What follows belongs to an exercise in optimizing a design on an open flow for a short achievable clock period and few clock cycles; a production flow would make more cautious choices. Function was checked by simulation only, so behaviour that the tests miss may differ from the original. No activity file was given, so power comes from the tool's default toggle rates.

$ cat flow/design.v
package cpu_pkg;
    localparam int xlen = 32;
    localparam int reg_addr_width = 5;
    localparam int data_words = 64;
    localparam int data_index_width = $clog2(data_words);
    localparam logic [6:0] op_reg_arith = 7'b0110011;
    localparam logic [6:0] op_imm_arith = 7'b0010011;
    localparam logic [6:0] op_load = 7'b0000011;
    localparam logic [6:0] op_store = 7'b0100011;
    localparam logic [6:0] op_lui = 7'b0110111;
    localparam logic [6:0] op_jal = 7'b1101111;
    localparam logic [2:0] f3_add_sub = 3'b000;
    localparam logic [2:0] f3_slt = 3'b010;
    localparam logic [2:0] f3_xor = 3'b100;
    localparam logic [2:0] f3_or = 3'b110;
    localparam logic [2:0] f3_and = 3'b111;
    localparam logic [2:0] f3_word = 3'b010;  
    localparam int sel_add = 0;  
    localparam int sel_sub = 1;
    localparam int sel_slt = 2;
    localparam int sel_xor = 3;
    localparam int sel_or = 4;
    localparam int sel_and = 5;
    localparam int sel_load = 6;
    localparam int sel_width = 7;
endpackage
`timescale 1ns/10ps
module stage_register #(
    parameter int width = 1
) (
    input  logic clk,
    input  logic rst,
    input  logic valid_in,
    input  logic [width-1:0] payload_in,
    output logic valid_out,
    output logic [width-1:0] payload_out
);
    always_ff @(posedge clk) begin
        if (!rst) valid_out <= 1'b0;
        else valid_out <= valid_in;
    end
    always_ff @(posedge clk) begin
        payload_out <= payload_in;
    end
endmodule
`timescale 1ns/10ps
import cpu_pkg::*;
module register_file (
    input  logic clk,
    input  logic rst,
    input  logic [31:0] read_sel_1,
    input  logic [31:0] read_sel_2,
    output logic [xlen-1:0] read_data_1,
    output logic [xlen-1:0] read_data_2,
    input  logic [31:0] read_sel_base,
    output logic [7:0] read_data_base,
    input  logic [(2**reg_addr_width)-1:1] write_enable,  
    input  logic [xlen-1:0] write_data
);
    logic [xlen-1:0] regs [1:(2**reg_addr_width)-1];  
    always_ff @(posedge clk) begin
        if (!rst) begin
            for (int i = 1; i < 2**reg_addr_width; i++) begin
                regs[i] <= '0;
            end
        end else begin
            for (int i = 1; i < 2**reg_addr_width; i++) begin
                if (write_enable[i]) regs[i] <= write_data;
            end
        end
    end
    always_comb begin
        read_data_1 = '0;
        read_data_2 = '0;
        read_data_base = '0;
        for (int i = 1; i < 2**reg_addr_width; i++) begin
            read_data_1 = read_data_1 | ({xlen{read_sel_1[i]}} & regs[i]);
            read_data_2 = read_data_2 | ({xlen{read_sel_2[i]}} & regs[i]);
            read_data_base = read_data_base
                           | ({8{read_sel_base[i]}} & (write_enable[i] ? write_data[7:0] : regs[i][7:0]));
        end
    end
endmodule
`timescale 1ns/10ps
import cpu_pkg::*;
module fetch_stage (
    input  logic clk,
    input  logic rst,
    input  logic stall,
    input  logic d_write,
    input  logic [reg_addr_width-1:0] d_rd,
    input  logic d_a_from_ex,
    input  logic d_b_from_ex,
    input  logic ex_write,
    input  logic [reg_addr_width-1:0] ex_rd,
    output logic [xlen-1:0] instr_addr,
    input  logic [xlen-1:0] instr_data,
    output logic [xlen-1:0] fetch_link,    
    output logic [xlen-1:0] fetch_instr,
    output logic [31:0] fetch_rs1_sel,     
    output logic [31:0] fetch_rs2_sel,     
    output logic fetch_a_from_ex,
    output logic fetch_a_from_wb,
    output logic fetch_b_from_ex,
    output logic fetch_b_from_wb,
    output logic [7:0] fetch_offset,       
    output logic fetch_mem,                
    output logic [31:0] base_read_sel,
    input  logic [7:0] base_read_data,
    output logic [7:0] fetch_address,
    output logic fetch_base_from_ex,
    output logic fetch_base_from_wb,
    output logic fetch_valid
);
    logic [xlen-1:0] pc;
    logic [xlen-1:0] pc_plus4;
    logic [xlen-1:0] target;
    logic [xlen-1:0] pc_next;
    logic is_jal;
    logic [xlen-1:0] imm_j;
    logic [6:0] opcode;
    logic uses_rs1;
    logic uses_rs2;
    logic [reg_addr_width-1:0] rs1;
    logic is_mem;
    logic [reg_addr_width-1:0] rs2;
    assign instr_addr = pc;
    assign pc_plus4 = pc + xlen'(4);
    assign opcode = instr_data[6:0];
    assign is_jal = opcode == op_jal;
    assign imm_j = {{12{instr_data[31]}}, instr_data[19:12], instr_data[20],
                    instr_data[30:21], 1'b0};
    assign target = pc + imm_j;
    assign pc_next = is_jal ? target : pc_plus4;
    assign uses_rs1 = opcode != op_lui && opcode != op_jal;
    assign uses_rs2 = opcode == op_reg_arith || opcode == op_store;
    assign rs1 = instr_data[19:15];
    assign is_mem = (opcode == op_load || opcode == op_store) && instr_data[14:12] == f3_word;
    assign rs2 = instr_data[24:20];
    always_ff @(posedge clk) begin
        if (!rst) begin
            pc <= '0;
            fetch_valid <= 1'b0;
        end else if (!stall) begin
            pc <= pc_next;
            fetch_valid <= 1'b1;
        end
    end
    always_ff @(posedge clk) begin
        if (!stall) begin
            fetch_a_from_ex <= uses_rs1 && d_write && d_rd == rs1;
            fetch_a_from_wb <= uses_rs1 && ex_write && ex_rd == rs1;
            fetch_b_from_ex <= uses_rs2 && d_write && d_rd == rs2;
            fetch_b_from_wb <= uses_rs2 && ex_write && ex_rd == rs2;
            fetch_base_from_ex <= is_mem && d_write && d_rd == rs1;
            fetch_base_from_wb <= is_mem && ex_write && ex_rd == rs1;
        end else begin
            fetch_a_from_ex <= 1'b0;
            fetch_a_from_wb <= d_a_from_ex;
            fetch_b_from_ex <= 1'b0;
            fetch_b_from_wb <= d_b_from_ex;
            fetch_base_from_ex <= 1'b0;
            fetch_base_from_wb <= d_a_from_ex;
        end
    end
    logic [xlen-1:0] word;
    logic [6:0] word_opcode;
    logic word_uses_rs1;
    logic word_uses_rs2;
    logic word_mem;
    assign word = stall ? fetch_instr : instr_data;
    assign word_opcode = word[6:0];
    assign word_uses_rs1 = word_opcode != op_lui && word_opcode != op_jal;
    assign word_uses_rs2 = word_opcode == op_reg_arith || word_opcode == op_store;
    assign word_mem = (word_opcode == op_load || word_opcode == op_store) && word[14:12] == f3_word;
    logic [7:0] word_offset;
    logic [7:0] fetched_offset;
    assign word_offset = word_opcode == op_store ? {word[27:25], word[11:7]} : word[27:20];
    assign fetched_offset = opcode == op_store ? {instr_data[27:25], instr_data[11:7]}
                                               : instr_data[27:20];
    always_comb begin
        for (int i = 0; i < 32; i++) begin
            base_read_sel[i] = is_mem && i != 0 && rs1 == 5'(i);
        end
    end
    always_ff @(posedge clk) begin
        fetch_mem <= word_mem;
        fetch_offset <= word_offset;
        fetch_address <= base_read_data + fetched_offset;
        for (int i = 0; i < 32; i++) begin
            fetch_rs1_sel[i] <= word_uses_rs1 && i != 0 && word[19:15] == 5'(i);
            fetch_rs2_sel[i] <= word_uses_rs2 && i != 0 && word[24:20] == 5'(i);
        end
    end
    always_ff @(posedge clk) begin
        if (!stall) begin
            fetch_instr <= instr_data;
            fetch_link <= pc_plus4;
        end
    end
endmodule
`timescale 1ns/10ps
import cpu_pkg::*;
module decode_stage (
    input  logic [xlen-1:0] fetch_link,
    input  logic [xlen-1:0] fetch_instr,
    input  logic [31:0] fetch_rs1_sel,
    input  logic [31:0] fetch_rs2_sel,
    input  logic fetch_valid,
    input  logic [7:0] fetch_offset,
    input  logic fetch_mem,
    input  logic fetch_base_from_ex,
    input  logic fetch_base_from_wb,
    input  logic [7:0] fetch_address,    
    input  logic fetch_a_from_ex,
    input  logic fetch_a_from_wb,
    input  logic fetch_b_from_ex,
    input  logic fetch_b_from_wb,
    input  logic [xlen-1:0] read_data_1,
    input  logic [xlen-1:0] read_data_2,
    input  logic [xlen-1:0] ex_sum,
    input  logic [xlen-1:0] ex_diff,
    input  logic [xlen-1:0] ex_rest,
    input  logic [xlen-1:0] ex_load_data,
    input  logic [sel_width-1:0] ex_sel,
    input  logic [7:0] ex_a,              
    input  logic [7:0] ex_b,
    input  logic ex_slow,                 
    input  logic [xlen-1:0] wb_data,
    output logic [xlen-1:0] operand_a,
    output logic [xlen-1:0] operand_b,
    output logic [data_words-1:0] word_sel,    
    output logic [sel_width-1:0] sel,
    output logic write,
    output logic store,
    output logic [reg_addr_width-1:0] rd,
    output logic stall,    
    output logic a_from_ex,
    output logic b_from_ex
);
    logic [6:0] opcode;
    logic [2:0] funct3;
    logic [reg_addr_width-1:0] rs1;
    logic [reg_addr_width-1:0] rs2;
    logic is_reg;
    logic is_imm;
    logic is_load;
    logic is_store;
    logic is_lui;
    logic is_jal;
    logic arith_legal;
    logic b_from_reg;
    logic a_zero;
    logic [xlen-1:0] imm_i;
    logic [xlen-1:0] imm_u;
    logic a_from_wb;
    logic b_from_wb;
    logic [xlen-1:0] a_base;
    logic [xlen-1:0] b_base;
    logic [7:0] offset;
    logic [7:0] address;
    assign opcode = fetch_instr[6:0];
    assign funct3 = fetch_instr[14:12];
    assign rd = fetch_instr[11:7];
    assign rs1 = fetch_instr[19:15];
    assign rs2 = fetch_instr[24:20];
    assign imm_i = {{20{fetch_instr[31]}}, fetch_instr[31:20]};
    assign imm_u = {fetch_instr[31:12], 12'b0};
    assign is_reg = opcode == op_reg_arith;
    assign is_imm = opcode == op_imm_arith;
    assign is_load = opcode == op_load && funct3 == f3_word;
    assign is_store = opcode == op_store && funct3 == f3_word;
    assign is_lui = opcode == op_lui;
    assign is_jal = opcode == op_jal;
    assign arith_legal = funct3 == f3_add_sub || funct3 == f3_slt || funct3 == f3_xor
                         || funct3 == f3_or || funct3 == f3_and;
    assign stall = fetch_valid && fetch_mem && a_from_ex && ex_slow;
    assign write = fetch_valid && !stall && rd != '0
                   && (((is_reg || is_imm) && arith_legal) || is_load || is_lui || is_jal);
    assign store = fetch_valid && !stall && is_store;
    always_comb begin
        sel = '0;
        if (is_load) begin
            sel[sel_load] = 1'b1;
        end else if (is_lui || is_jal) begin
            sel[sel_add] = 1'b1;
        end else begin
            case (funct3)
                f3_add_sub: begin
                    if (is_reg && fetch_instr[30]) sel[sel_sub] = 1'b1;
                    else sel[sel_add] = 1'b1;
                end
                f3_slt: sel[sel_slt] = 1'b1;
                f3_xor: sel[sel_xor] = 1'b1;
                f3_or: sel[sel_or] = 1'b1;
                default: sel[sel_and] = 1'b1;
            endcase
        end
    end
    assign a_zero = is_lui || is_jal;
    assign a_from_ex = fetch_a_from_ex;
    assign a_from_wb = fetch_a_from_wb;
    assign a_base = a_from_wb ? wb_data : read_data_1;
    logic a_sum;
    logic a_diff;
    logic a_load;
    logic a_rest;
    assign a_sum = a_from_ex && ex_sel[sel_add];
    assign a_diff = a_from_ex && ex_sel[sel_sub];
    assign a_load = a_from_ex && ex_sel[sel_load];
    assign a_rest = a_from_ex && !ex_sel[sel_add] && !ex_sel[sel_sub] && !ex_sel[sel_load];
    assign operand_a = ({xlen{a_sum}} & ex_sum) | ({xlen{a_diff}} & ex_diff)
                     | ({xlen{a_load}} & ex_load_data)
                     | ({xlen{a_rest}} & ex_rest) | ({xlen{!a_from_ex}} & a_base);
    assign offset = fetch_offset;
    logic [7:0] save_add;
    logic [7:0] carry_add;
    logic [7:0] b_inv;
    logic [7:0] save_sub;
    logic [7:0] carry_sub;
    logic [7:0] logic_result;
    logic [7:0] address_add;
    logic [7:0] address_sub;
    logic [7:0] address_logic;
    logic [7:0] address_reg;
    assign save_add = ex_a ^ ex_b ^ offset;
    assign carry_add = {(ex_a[6:0] & ex_b[6:0]) | (ex_a[6:0] & offset[6:0]) | (ex_b[6:0] & offset[6:0]), 1'b0};
    assign b_inv = ~ex_b;
    assign save_sub = ex_a ^ b_inv ^ offset;
    assign carry_sub = {(ex_a[6:0] & b_inv[6:0]) | (ex_a[6:0] & offset[6:0]) | (b_inv[6:0] & offset[6:0]), 1'b1};
    assign logic_result = ({8{ex_sel[sel_xor]}} & (ex_a ^ ex_b))
                        | ({8{ex_sel[sel_or]}} & (ex_a | ex_b))
                        | ({8{ex_sel[sel_and]}} & (ex_a & ex_b));
    assign address_add = save_add + carry_add;
    assign address_sub = save_sub + carry_sub;
    assign address_logic = logic_result + offset;
    assign address_reg = fetch_base_from_wb ? wb_data[7:0] + offset : fetch_address;
    assign address = !fetch_base_from_ex ? address_reg
                   : ex_sel[sel_add] ? address_add
                   : ex_sel[sel_sub] ? address_sub : address_logic;
    logic [7:0] word_sel_hi;    
    logic [7:0] word_sel_lo;    
    always_comb begin
        for (int i = 0; i < 8; i++) begin
            word_sel_hi[i] = address[7:5] == 3'(i);
            word_sel_lo[i] = address[4:2] == 3'(i);
        end
        for (int i = 0; i < data_words; i++) begin
            word_sel[i] = word_sel_hi[i / 8] && word_sel_lo[i % 8];
        end
    end
    assign b_from_reg = is_reg || is_store;
    assign b_from_ex = fetch_b_from_ex;
    assign b_from_wb = fetch_b_from_wb;
    always_comb begin
        if (b_from_reg) b_base = b_from_wb ? wb_data : read_data_2;
        else if (is_lui) b_base = imm_u;
        else if (is_jal) b_base = fetch_link;
        else b_base = imm_i;
    end
    logic b_sum;
    logic b_diff;
    logic b_load;
    logic b_rest;
    assign b_sum = b_from_ex && ex_sel[sel_add];
    assign b_diff = b_from_ex && ex_sel[sel_sub];
    assign b_load = b_from_ex && ex_sel[sel_load];
    assign b_rest = b_from_ex && !ex_sel[sel_add] && !ex_sel[sel_sub] && !ex_sel[sel_load];
    assign operand_b = ({xlen{b_sum}} & ex_sum) | ({xlen{b_diff}} & ex_diff)
                     | ({xlen{b_load}} & ex_load_data)
                     | ({xlen{b_rest}} & ex_rest) | ({xlen{!b_from_ex}} & b_base);
endmodule
`timescale 1ns/10ps
import cpu_pkg::*;
module execute_stage (
    input  logic [xlen-1:0] operand_a,
    input  logic [xlen-1:0] operand_b,
    input  logic [sel_width-1:0] sel,
    input  logic [xlen-1:0] load_data,
    output logic [xlen-1:0] result,
    output logic [xlen-1:0] sum,
    output logic [xlen-1:0] diff,
    output logic [xlen-1:0] rest,
    output logic slow                  
);
    logic less;
    logic [xlen-1:0] a;
    logic [xlen-1:0] b;
    assign a = operand_a;
    assign b = operand_b;
    assign sum = a + b;
    assign diff = a - b;
    assign less = (a[xlen-1] != b[xlen-1]) ? a[xlen-1] : diff[xlen-1];
    assign rest = ({xlen{sel[sel_slt]}} & {{(xlen-1){1'b0}}, less})
                | ({xlen{sel[sel_xor]}} & (a ^ b))
                | ({xlen{sel[sel_or]}} & (a | b))
                | ({xlen{sel[sel_and]}} & (a & b));
    assign result = ({xlen{sel[sel_add]}} & sum) | ({xlen{sel[sel_sub]}} & diff)
                  | ({xlen{sel[sel_load]}} & load_data) | rest;
    assign slow = sel[sel_load] || sel[sel_slt];
endmodule
`timescale 1ns/10ps
import cpu_pkg::*;
module memory_stage (
    input  logic clk,
    input  logic [data_words-1:0] word_sel,
    input  logic store,
    input  logic [xlen-1:0] store_data,
    output logic [xlen-1:0] load_data
);
    logic [xlen-1:0] ram [data_words];
    always_ff @(posedge clk) begin
        for (int i = 0; i < data_words; i++) begin
            if (store && word_sel[i]) ram[i] <= store_data;
        end
    end
    always_comb begin
        load_data = '0;
        for (int i = 0; i < data_words; i++) begin
            load_data = load_data | ({xlen{word_sel[i]}} & ram[i]);
        end
    end
endmodule
`timescale 1ns/10ps
import cpu_pkg::*;
module five_stage_cpu (
    input  logic clk,
    input  logic rst,
    output logic [xlen-1:0] instr_addr,
    input  logic [xlen-1:0] instr_data,
    output logic retire_valid,
    output logic [reg_addr_width-1:0] retire_rd,
    output logic [xlen-1:0] retire_data
);
    logic [xlen-1:0] fetch_link;
    logic [xlen-1:0] fetch_instr;
    logic [31:0] fetch_rs1_sel;
    logic [31:0] fetch_rs2_sel;
    logic fetch_valid;
    logic [7:0] fetch_offset;
    logic fetch_mem;
    logic [31:0] base_read_sel;
    logic [7:0] fetch_address;
    logic fetch_base_from_ex;
    logic fetch_base_from_wb;
    logic [7:0] read_data_base;
    logic fetch_a_from_ex;
    logic fetch_a_from_wb;
    logic fetch_b_from_ex;
    logic fetch_b_from_wb;
    logic stall;
    logic d_a_from_ex;
    logic d_b_from_ex;
    logic [xlen-1:0] read_data_1;
    logic [xlen-1:0] read_data_2;
    logic [xlen-1:0] d_operand_a;
    logic [xlen-1:0] d_operand_b;
    logic [data_words-1:0] d_word_sel;
    logic [sel_width-1:0] d_sel;
    logic d_write;
    logic d_store;
    logic [reg_addr_width-1:0] d_rd;
    logic [xlen-1:0] ex_operand_a;
    logic [xlen-1:0] ex_operand_b;
    logic [data_words-1:0] ex_word_sel;
    logic [sel_width-1:0] ex_sel;
    logic ex_write;
    logic ex_store;
    logic [reg_addr_width-1:0] ex_rd;
    logic [xlen-1:0] ex_store_data;   
    logic [xlen-1:0] load_data;
    logic [xlen-1:0] ex_result;
    logic [xlen-1:0] ex_sum;
    logic [xlen-1:0] ex_diff;
    logic [xlen-1:0] ex_rest;
    logic ex_slow;
    logic [(2**reg_addr_width)-1:1] wb_enable;
    logic [xlen-1:0] wb_data;
    fetch_stage fetch_stage (
        .clk ( clk ),
        .rst ( rst ),
        .stall ( stall ),
        .d_write ( d_write ),
        .d_rd ( d_rd ),
        .d_a_from_ex ( d_a_from_ex ),
        .d_b_from_ex ( d_b_from_ex ),
        .ex_write ( ex_write ),
        .ex_rd ( ex_rd ),
        .instr_addr ( instr_addr ),
        .instr_data ( instr_data ),
        .fetch_link ( fetch_link ),
        .fetch_instr ( fetch_instr ),
        .fetch_rs1_sel ( fetch_rs1_sel ),
        .fetch_rs2_sel ( fetch_rs2_sel ),
        .fetch_a_from_ex ( fetch_a_from_ex ),
        .fetch_a_from_wb ( fetch_a_from_wb ),
        .fetch_b_from_ex ( fetch_b_from_ex ),
        .fetch_b_from_wb ( fetch_b_from_wb ),
        .fetch_offset ( fetch_offset ),
        .fetch_mem ( fetch_mem ),
        .base_read_sel ( base_read_sel ),
        .base_read_data ( read_data_base ),
        .fetch_address ( fetch_address ),
        .fetch_base_from_ex ( fetch_base_from_ex ),
        .fetch_base_from_wb ( fetch_base_from_wb ),
        .fetch_valid ( fetch_valid )
    );
    decode_stage decode_stage (
        .fetch_link ( fetch_link ),
        .fetch_instr ( fetch_instr ),
        .fetch_rs1_sel ( fetch_rs1_sel ),
        .fetch_rs2_sel ( fetch_rs2_sel ),
        .fetch_valid ( fetch_valid ),
        .fetch_offset ( fetch_offset ),
        .fetch_mem ( fetch_mem ),
        .fetch_base_from_ex ( fetch_base_from_ex ),
        .fetch_base_from_wb ( fetch_base_from_wb ),
        .fetch_address ( fetch_address ),
        .fetch_a_from_ex ( fetch_a_from_ex ),
        .fetch_a_from_wb ( fetch_a_from_wb ),
        .fetch_b_from_ex ( fetch_b_from_ex ),
        .fetch_b_from_wb ( fetch_b_from_wb ),
        .read_data_1 ( read_data_1 ),
        .read_data_2 ( read_data_2 ),
        .ex_sum ( ex_sum ),
        .ex_diff ( ex_diff ),
        .ex_rest ( ex_rest ),
        .ex_load_data ( load_data ),
        .ex_sel ( ex_sel ),
        .ex_a ( ex_operand_a[7:0] ),
        .ex_b ( ex_operand_b[7:0] ),
        .ex_slow ( ex_slow ),
        .wb_data ( wb_data ),
        .operand_a ( d_operand_a ),
        .operand_b ( d_operand_b ),
        .word_sel ( d_word_sel ),
        .sel ( d_sel ),
        .write ( d_write ),
        .store ( d_store ),
        .rd ( d_rd ),
        .stall ( stall ),
        .a_from_ex ( d_a_from_ex ),
        .b_from_ex ( d_b_from_ex )
    );
    register_file register_file (
        .clk ( clk ),
        .rst ( rst ),
        .read_sel_1 ( fetch_rs1_sel ),
        .read_sel_2 ( fetch_rs2_sel ),
        .read_data_1 ( read_data_1 ),
        .read_data_2 ( read_data_2 ),
        .read_sel_base ( base_read_sel ),
        .read_data_base ( read_data_base ),
        .write_enable ( wb_enable ),
        .write_data ( wb_data )
    );
    always_ff @(posedge clk) begin
        if (!rst) begin
            ex_write <= 1'b0;
            ex_store <= 1'b0;
        end else begin
            ex_write <= d_write;
            ex_store <= d_store;
        end
    end
    always_ff @(posedge clk) begin
        ex_operand_a <= d_operand_a;
        ex_operand_b <= d_operand_b;
        ex_word_sel <= d_word_sel;
        ex_sel <= d_sel;
        ex_rd <= d_rd;
        ex_store_data <= {xlen{d_store}} & d_operand_b;
    end
    execute_stage execute_stage (
        .operand_a ( ex_operand_a ),
        .operand_b ( ex_operand_b ),
        .sel ( ex_sel ),
        .load_data ( load_data ),
        .result ( ex_result ),
        .sum ( ex_sum ),
        .diff ( ex_diff ),
        .rest ( ex_rest ),
        .slow ( ex_slow )
    );
    memory_stage memory_stage (
        .clk ( clk ),
        .word_sel ( ex_word_sel ),
        .store ( ex_store ),
        .store_data ( ex_store_data ),
        .load_data ( load_data )
    );
    always_ff @(posedge clk) begin
        for (int i = 1; i < 2**reg_addr_width; i++) begin
            wb_enable[i] <= rst && ex_write && ex_rd == reg_addr_width'(i);
        end
        wb_data <= {xlen{ex_write}} & ex_result;
    end
    stage_register #(.width(reg_addr_width + xlen)) writeback_register (
        .clk ( clk ),
        .rst ( rst ),
        .valid_in ( ex_write ),
        .payload_in ( {ex_rd, ex_result} ),
        .valid_out ( retire_valid ),
        .payload_out ( {retire_rd, retire_data} )
    );
endmodule
$ cat flow/flow/run.sh
#!/bin/bash
# The standard layout (standard.sh) with three synthesis changes:
# - Yosys's full-adder extraction is off, so ABC maps the adders itself;
# - ABC maps with the delay-oriented script in flow/abc_speed.script
#   (a copy of ORFS's scripts folder is made here with it in place);
# - the slow complex cells (stacked 3- and 4-input gates, majority) are added
#   to the platform's don't-use list, so neither ABC nor the resizer uses them.
# Registers are inferred before ABC runs, so they are the standard synthesis's.
set -euo pipefail
base="sky130_fd_sc_hd__lpflow_bleeder_1 sky130_fd_sc_hd__lpflow_clkbufkapwr_1 sky130_fd_sc_hd__lpflow_clkbufkapwr_16 sky130_fd_sc_hd__lpflow_clkbufkapwr_2 sky130_fd_sc_hd__lpflow_clkbufkapwr_4 sky130_fd_sc_hd__lpflow_clkbufkapwr_8 sky130_fd_sc_hd__lpflow_clkinvkapwr_1 sky130_fd_sc_hd__lpflow_clkinvkapwr_16 sky130_fd_sc_hd__lpflow_clkinvkapwr_2 sky130_fd_sc_hd__lpflow_clkinvkapwr_4 sky130_fd_sc_hd__lpflow_clkinvkapwr_8 sky130_fd_sc_hd__lpflow_decapkapwr_12 sky130_fd_sc_hd__lpflow_decapkapwr_3 sky130_fd_sc_hd__lpflow_decapkapwr_4 sky130_fd_sc_hd__lpflow_decapkapwr_6 sky130_fd_sc_hd__lpflow_decapkapwr_8 sky130_fd_sc_hd__lpflow_inputiso0n_1 sky130_fd_sc_hd__lpflow_inputiso0p_1 sky130_fd_sc_hd__lpflow_inputiso1n_1 sky130_fd_sc_hd__lpflow_inputiso1p_1 sky130_fd_sc_hd__lpflow_inputisolatch_1 sky130_fd_sc_hd__lpflow_isobufsrc_1 sky130_fd_sc_hd__lpflow_isobufsrc_16 sky130_fd_sc_hd__lpflow_isobufsrc_2 sky130_fd_sc_hd__lpflow_isobufsrc_4 sky130_fd_sc_hd__lpflow_isobufsrc_8 sky130_fd_sc_hd__lpflow_isobufsrckapwr_16 sky130_fd_sc_hd__lpflow_lsbuf_lh_hl_isowell_tap_1 sky130_fd_sc_hd__lpflow_lsbuf_lh_hl_isowell_tap_2 sky130_fd_sc_hd__lpflow_lsbuf_lh_hl_isowell_tap_4 sky130_fd_sc_hd__lpflow_lsbuf_lh_isowell_4 sky130_fd_sc_hd__lpflow_lsbuf_lh_isowell_tap_1 sky130_fd_sc_hd__lpflow_lsbuf_lh_isowell_tap_2 sky130_fd_sc_hd__lpflow_lsbuf_lh_isowell_tap_4 sky130_fd_sc_hd__probe_p_8 sky130_fd_sc_hd__probec_p_8 "
slow="sky130_fd_sc_hd__a2111o_1 sky130_fd_sc_hd__a2111o_2 sky130_fd_sc_hd__a2111o_4 sky130_fd_sc_hd__a2111oi_0 sky130_fd_sc_hd__a2111oi_1 sky130_fd_sc_hd__a2111oi_2 sky130_fd_sc_hd__a2111oi_4 sky130_fd_sc_hd__a221o_1 sky130_fd_sc_hd__a221o_2 sky130_fd_sc_hd__a221o_4 sky130_fd_sc_hd__a221oi_1 sky130_fd_sc_hd__a221oi_2 sky130_fd_sc_hd__a221oi_4 sky130_fd_sc_hd__a222oi_1 sky130_fd_sc_hd__a311o_1 sky130_fd_sc_hd__a311o_2 sky130_fd_sc_hd__a311o_4 sky130_fd_sc_hd__a311oi_1 sky130_fd_sc_hd__a311oi_2 sky130_fd_sc_hd__a311oi_4 sky130_fd_sc_hd__a31o_1 sky130_fd_sc_hd__a31o_2 sky130_fd_sc_hd__a31o_4 sky130_fd_sc_hd__a31oi_1 sky130_fd_sc_hd__a31oi_2 sky130_fd_sc_hd__a31oi_4 sky130_fd_sc_hd__a32o_1 sky130_fd_sc_hd__a32o_2 sky130_fd_sc_hd__a32o_4 sky130_fd_sc_hd__a32oi_1 sky130_fd_sc_hd__a32oi_2 sky130_fd_sc_hd__a32oi_4 sky130_fd_sc_hd__a41o_1 sky130_fd_sc_hd__a41o_2 sky130_fd_sc_hd__a41o_4 sky130_fd_sc_hd__a41oi_1 sky130_fd_sc_hd__a41oi_2 sky130_fd_sc_hd__a41oi_4 sky130_fd_sc_hd__and4_1 sky130_fd_sc_hd__and4_2 sky130_fd_sc_hd__and4_4 sky130_fd_sc_hd__and4b_1 sky130_fd_sc_hd__and4b_2 sky130_fd_sc_hd__and4b_4 sky130_fd_sc_hd__and4bb_1 sky130_fd_sc_hd__and4bb_2 sky130_fd_sc_hd__and4bb_4 sky130_fd_sc_hd__maj3_1 sky130_fd_sc_hd__maj3_2 sky130_fd_sc_hd__maj3_4 sky130_fd_sc_hd__nand4_1 sky130_fd_sc_hd__nand4_2 sky130_fd_sc_hd__nand4_4 sky130_fd_sc_hd__nand4b_1 sky130_fd_sc_hd__nand4b_2 sky130_fd_sc_hd__nand4b_4 sky130_fd_sc_hd__nand4bb_1 sky130_fd_sc_hd__nand4bb_2 sky130_fd_sc_hd__nand4bb_4 sky130_fd_sc_hd__nor3_1 sky130_fd_sc_hd__nor3_2 sky130_fd_sc_hd__nor3_4 sky130_fd_sc_hd__nor3b_1 sky130_fd_sc_hd__nor3b_2 sky130_fd_sc_hd__nor3b_4 sky130_fd_sc_hd__nor4_1 sky130_fd_sc_hd__nor4_2 sky130_fd_sc_hd__nor4_4 sky130_fd_sc_hd__nor4b_1 sky130_fd_sc_hd__nor4b_2 sky130_fd_sc_hd__nor4b_4 sky130_fd_sc_hd__nor4bb_1 sky130_fd_sc_hd__nor4bb_2 sky130_fd_sc_hd__nor4bb_4 sky130_fd_sc_hd__o2111a_1 sky130_fd_sc_hd__o2111a_2 sky130_fd_sc_hd__o2111a_4 sky130_fd_sc_hd__o2111ai_1 sky130_fd_sc_hd__o2111ai_2 sky130_fd_sc_hd__o2111ai_4 sky130_fd_sc_hd__o221a_1 sky130_fd_sc_hd__o221a_2 sky130_fd_sc_hd__o221a_4 sky130_fd_sc_hd__o221ai_1 sky130_fd_sc_hd__o221ai_2 sky130_fd_sc_hd__o221ai_4 sky130_fd_sc_hd__o311a_1 sky130_fd_sc_hd__o311a_2 sky130_fd_sc_hd__o311a_4 sky130_fd_sc_hd__o311ai_0 sky130_fd_sc_hd__o311ai_1 sky130_fd_sc_hd__o311ai_2 sky130_fd_sc_hd__o311ai_4 sky130_fd_sc_hd__o31a_1 sky130_fd_sc_hd__o31a_2 sky130_fd_sc_hd__o31a_4 sky130_fd_sc_hd__o31ai_1 sky130_fd_sc_hd__o31ai_2 sky130_fd_sc_hd__o31ai_4 sky130_fd_sc_hd__o32a_1 sky130_fd_sc_hd__o32a_2 sky130_fd_sc_hd__o32a_4 sky130_fd_sc_hd__o32ai_1 sky130_fd_sc_hd__o32ai_2 sky130_fd_sc_hd__o32ai_4 sky130_fd_sc_hd__o41a_1 sky130_fd_sc_hd__o41a_2 sky130_fd_sc_hd__o41a_4 sky130_fd_sc_hd__o41ai_1 sky130_fd_sc_hd__o41ai_2 sky130_fd_sc_hd__o41ai_4 sky130_fd_sc_hd__or3_1 sky130_fd_sc_hd__or3_2 sky130_fd_sc_hd__or3_4 sky130_fd_sc_hd__or3b_1 sky130_fd_sc_hd__or3b_2 sky130_fd_sc_hd__or3b_4 sky130_fd_sc_hd__or4_1 sky130_fd_sc_hd__or4_2 sky130_fd_sc_hd__or4_4 sky130_fd_sc_hd__or4b_1 sky130_fd_sc_hd__or4b_2 sky130_fd_sc_hd__or4b_4 sky130_fd_sc_hd__or4bb_1 sky130_fd_sc_hd__or4bb_2 sky130_fd_sc_hd__or4bb_4 "
rm -rf scripts_mod
cp -r "$FLOW_HOME/scripts" scripts_mod
cp flow/abc_speed.script scripts_mod/abc_speed.script
bash standard.sh ADDER_MAP_FILE= SCRIPTS_DIR="$PWD/scripts_mod" "DONT_USE_CELLS=$base $slow" finish > flow.log 2>&1
$ cat flow/flow/abc_speed.script
strash
dch -f
map -D 800
buffer -c
topo
stime -c
upsize -c
dnsize -c
$ cat flow/standard.sh
#!/bin/bash
# synth_recipe.tcl (not shown) runs the flow's synth.tcl, then flattens the netlist and writes it again
# the make line also repeats each setting of config.mk as NAME=value (left out here)
make -C /OpenROAD-flow-scripts/flow DESIGN_CONFIG=/design/flow/config.mk WORK_HOME=/design/flow/orfs CLKGATE_MAP_FILE= SYNTH_SCRIPT=/design/flow/synth_recipe.tcl "${@:-finish}"
$ cat flow/config.mk
export PLATFORM = sky130hd
export DESIGN_NAME = five_stage_cpu
export DESIGN_NICKNAME = five_stage_cpu
export VERILOG_FILES = /design/flow/design.v
export SDC_FILE = /design/flow/constraint.sdc
export NUM_CORES = 4
export LEC_CHECK = 0
export CAP_MARGIN = 20
export CORE_MARGIN = 2
export CORE_UTILIZATION = 30
export PLACE_DENSITY = 0.5
export SETUP_SLACK_MARGIN = 3.5
export SLEW_MARGIN = 20
$ cat flow/constraint.sdc
create_clock -name core_clock -period 6.0 [get_ports {clk}]
set_input_delay 1.2000 -clock core_clock [delete_from_list [all_inputs] [get_ports {clk}]]
set_output_delay 1.2000 -clock core_clock [all_outputs]
set_load 0.01 [all_outputs]
==> run notes <==
[synthesized netlist by cell type (all sizes together) (6+ instances only)]
cell type	count	area, um^2
nand3	707	3720
a22oi	937	7070
a211oi	1137	8540
o21bai	13	101
o211a	15	150
and3	67	419
xor2	74	648
a21oi	620	3140
nand2	2007	7600
clkinv	7	26.3
or2	53	334
a21boi	21	158
and2	24	150
o21ai	780	3960
xnor2	14	123
inv	877	3290
clkbuf	789	2960
o22a	21	184
edfxtp	2086	62600
o211ai	110	840
a2bb2oi	6	52.6
o21a	24	181
o22ai	188	1180
a22o	338	2960
dfxtp	1404	28100
buf	163	704
nor2	2078	7880
nand3b	64	480
a21o	8	60.1
[per-layer routing]
metal  part of all wire  track usage  vias up
met1               0.40        0.348    61900
met5            0.00017            0        -
met3              0.084       0.0533     1596
li1                   -            -    54300
met4              0.080        0.177       20
met2               0.44        0.421     5989
[cell families after synthesis]
kind of cell              after synthesis
buffers and inverters                1836
other                                   1
xor gates and xnor gates               88
DFF                                  3490
AOI/OAI and AO/OA                    4221
and+or+nand+nor                      5006
[state kept, by name (all words and copies together) (netlist names), 7 cells and up]
name	flops
register_file.regs	992
writeback_register.payload_out	37
ex_operand_a	32
ex_word_sel	64
fetch_stage.pc	31
wb_data	32
ex_store_data	32
ex_sel	7
memory_stage.ram	2048
fetch_stage.fetch_offset	7
ex_operand_b	32
fetch_stage.fetch_instr	30
fetch_stage.fetch_rs2_sel	31
fetch_stage.fetch_link	31
wb_enable	31
fetch_stage.fetch_rs1_sel	31
[layout make-up]
class / count / area, um^2
antenna: 34 / 85.1
clock buffer: 537 / 10900
clock inverter: 166 / 1570
fill: 47700 / 300000
inverter: 884 / 3640
multi-input combinational: 9326 / 61600
sequential: 3490 / 91500
tap: 6475 / 8100
timing repair buffer: 1255 / 13100
timing repair inverter: 5 / 36.3
[per-stage QoR]
step | total power [mW] | setup WS [ns] | util | hold slack (ns) | area [um^2]
2_1_floorplan | 26.6 | 2.97 | - | 0.364 | 149000
3_3_place_gp | 27.5 | 0.701 | 0.323 | 0.382 | 158000
3_5_place_dp | 27.5 | 0.809 | 0.323 | 0.391 | 158000
4_1_cts | 51.4 | 2.81 | 0.376 | 0.401 | 184000
5_1_grt | 52.7 | 2.80 | 0.388 | 0.409 | 190000
6_report | 51.4 | 2.68 | 0.389 | 0.398 | 191000
[critical path, delay by kind of cell (launching register included)]
| kind | cells | cell delay (ns) |
|---|---|---|
| and+or+nand+nor | 5 | 0.67 |
| buffers and inverters | 2 | 0.43 |
| DFF | 1 | 0.41 |
| AOI/OAI and AO/OA | 7 | 1.63 |
[worst paths after layout]
kind	endpoint	slack [ns]	depth (start not counted)
max	ex_operand_b[24]$_DFF_P_	2.68	14
max reg2reg	ex_operand_b[24]$_DFF_P_	2.68	14
min	ex_rd[1]$_DFF_P_	0.40	0
min reg2reg	ex_rd[1]$_DFF_P_	0.40	0
[power by group through the flow]
stage | registers [mW] | clock network, mW | logic, mW
3_3_place_gp | 25.8 | 0 | 1.72
5_1_grt | 25.2 | 24.9 | 2.50
6_report | 25.2 | 23.8 | 2.44
4_1_cts | 25.2 | 24.1 | 2.13
2_1_floorplan | 25.7 | 0 | 0.865
3_5_place_dp | 25.8 | 0 | 1.72
[what timing repair did]
action,in CTS,in global routing
pin swaps,490,600
hold buffers,0,0
cloned,33,5
setup buffers,403,244
setup endpoints to repair,589,523
resized for setup,2823,1030
==> flow_summary.toml <==
[routing]
vias = 124000
drtIter0Drc = 15600
routed_via_density = 5.58
remaining_drc_errors = 0
wl_per_cell_um = 32.1
routed_wirelength_um = 712000
drt_pass1_iterations = 8
final_antenna_net_count = 0

[setup_path]
crit_path_frequent_cell = "o211ai_1"
cp_cell_sequence = "buf_8 -> a22oi_2 -> nand2_2 -> a21oi_2 -> o211ai_1 -> nor2_1 -> o211ai_1 -> o22ai_1 -> buf_6 -> nand2_4 -> a21oi_4 -> a2bb2oi_2 -> nand2_1 -> or2_4"
worstPathRequired_ns = 6.90
critical_path.slowest_cell = "dfxtp_2"
crit_fanout = 15
critPathArrivalTime_ns = 4.21
critPathCaptureType = "flip-flop"
start_kind = "flip-flop"
slowest_delay_ns = 0.41
r2r_start = "fetch_stage.fetch_rs2_sel[30]$_DFF_P_"
crit_type = "reg -> reg"
critPathLaunch = "fetch_stage.fetch_rs2_sel[30]$_DFF_P_"

[die]
die_area_mm2 = 0.498
fp.dieH_um = 706
design.core.area_mm2 = 0.490
rows = 257
start_util = 0.301
boundaryPins = 104
die_w_um = 706

[synthesis]
synthMuxAreaShare = 0
ys_warn_count = 8
synth-edff-count = 2086
synth_fp_nets = 14700
ys_seq_elements = 3490
synthArstFlopShare = 0
ys.flop_type = "edfxtp_1"
yosys.area_share.adder = 0
ys_types = 61
synth_top_family_by_area = "compound AO/OA/AOI/OAI gates"
synth_cells = 14600
yosys.area_share.simple = 0.140
syn_avg_cell_area_um2 = 10.1
netlist_area_mm2 = 0.148
yosysSeqAreaShare = 0.614
synth_compound_area_frac = 0.194
synth_xor_area_frac = 0.00522

[global_route]
grt_max_degree = 190
grt_pass1_vias = 114000
grt_first_pass_wirelength_um = 959000
grt_usage = 0.272
antenna_found_initial = 60
overflow = 0

[timing]
setup_viol = 0
hold_viol = 0
slew_headroom = 0.207
finalCriticalPeriod_ns = 3.32
finalSetupTns_ns = 0
period_share = 0.553
worstMarginPinSlew_ns = 1.19
fmax_mhz = 301
clock_skew_ns = 0.107
rsz0062_at_grt = "true"
maxSlewViolCount = 0

[layout]
fin_nets = 15400
mostFrequentLayoutCell = "edfxtp_1"
area_delta_synth_final_pct = 28.9
final_cell_mix = "edfxtp_1, nand2_1, nor2_1, dfxtp_1, a211oi_1"
drive_above_1_share = 0.260
final_cells = 22200

[cts]
ctsHtreeMaxLevel = 5
cts_tree = "yes"
cts_max_path_buffers = 4
clk_latency_ns = 1.03
clk_pin_slew_ns = 0.06
cts.sinks = 3490
cts_buffers = 387
cts-root-buf = "clkbuf_16"

[power_and_ir_drop]
combPwrFrac = 0.047
intPower_mw = 39.4
power_density_mw_per_mm2 = 270
seqPwrFrac = 0.491
leakage_nw = 66.6
p_sw_mw = 12.1
clkPwrFrac = 0.462
p_sw_frac = 0.235
vdd_drop_max_uv = 311

[placed_design]
place_inst = 20700
io_buffers = 102
routabilityCongestion = 1.04
hpwl_um = 473000

[run_status]
status = "timing/DRC/antenna clean"

[min_path]
worstHoldStart = "fetch_stage.fetch_instr[8]$_DFF_P_"
holdCritPathClass = "reg -> reg"

[job]
maxCapViolCount = 0
Testbench counts, summed over its fixed seeds: cycles 16,169.

==> re-timing with driven ports <==
No port has a modelled driver above. Below, the same layout with a new extraction and two added sets of constraints.
Step 1, drivers: a clkbuf_16 drives clk and a buf_2 each remaining input, both assumed.
Step 2, shift: input delay + t, output delay - t, t = (earliest + latest rising clock arrival at the registers) / 2. This alone moves slack from input paths to output paths.
Three values: no drivers, after step 1, after step 2; two values: the first two.
shift t [ns]: 1.107
setup WS [ns]: 2.682 / 2.682 / 1.993
worst setup path at the end: input to register
cell pins on the clock port's net: 1
After both steps setup and hold are still met in this run. The setup slack of this run moves by 0.000 ns with the drivers and by -0.689 ns with both steps.
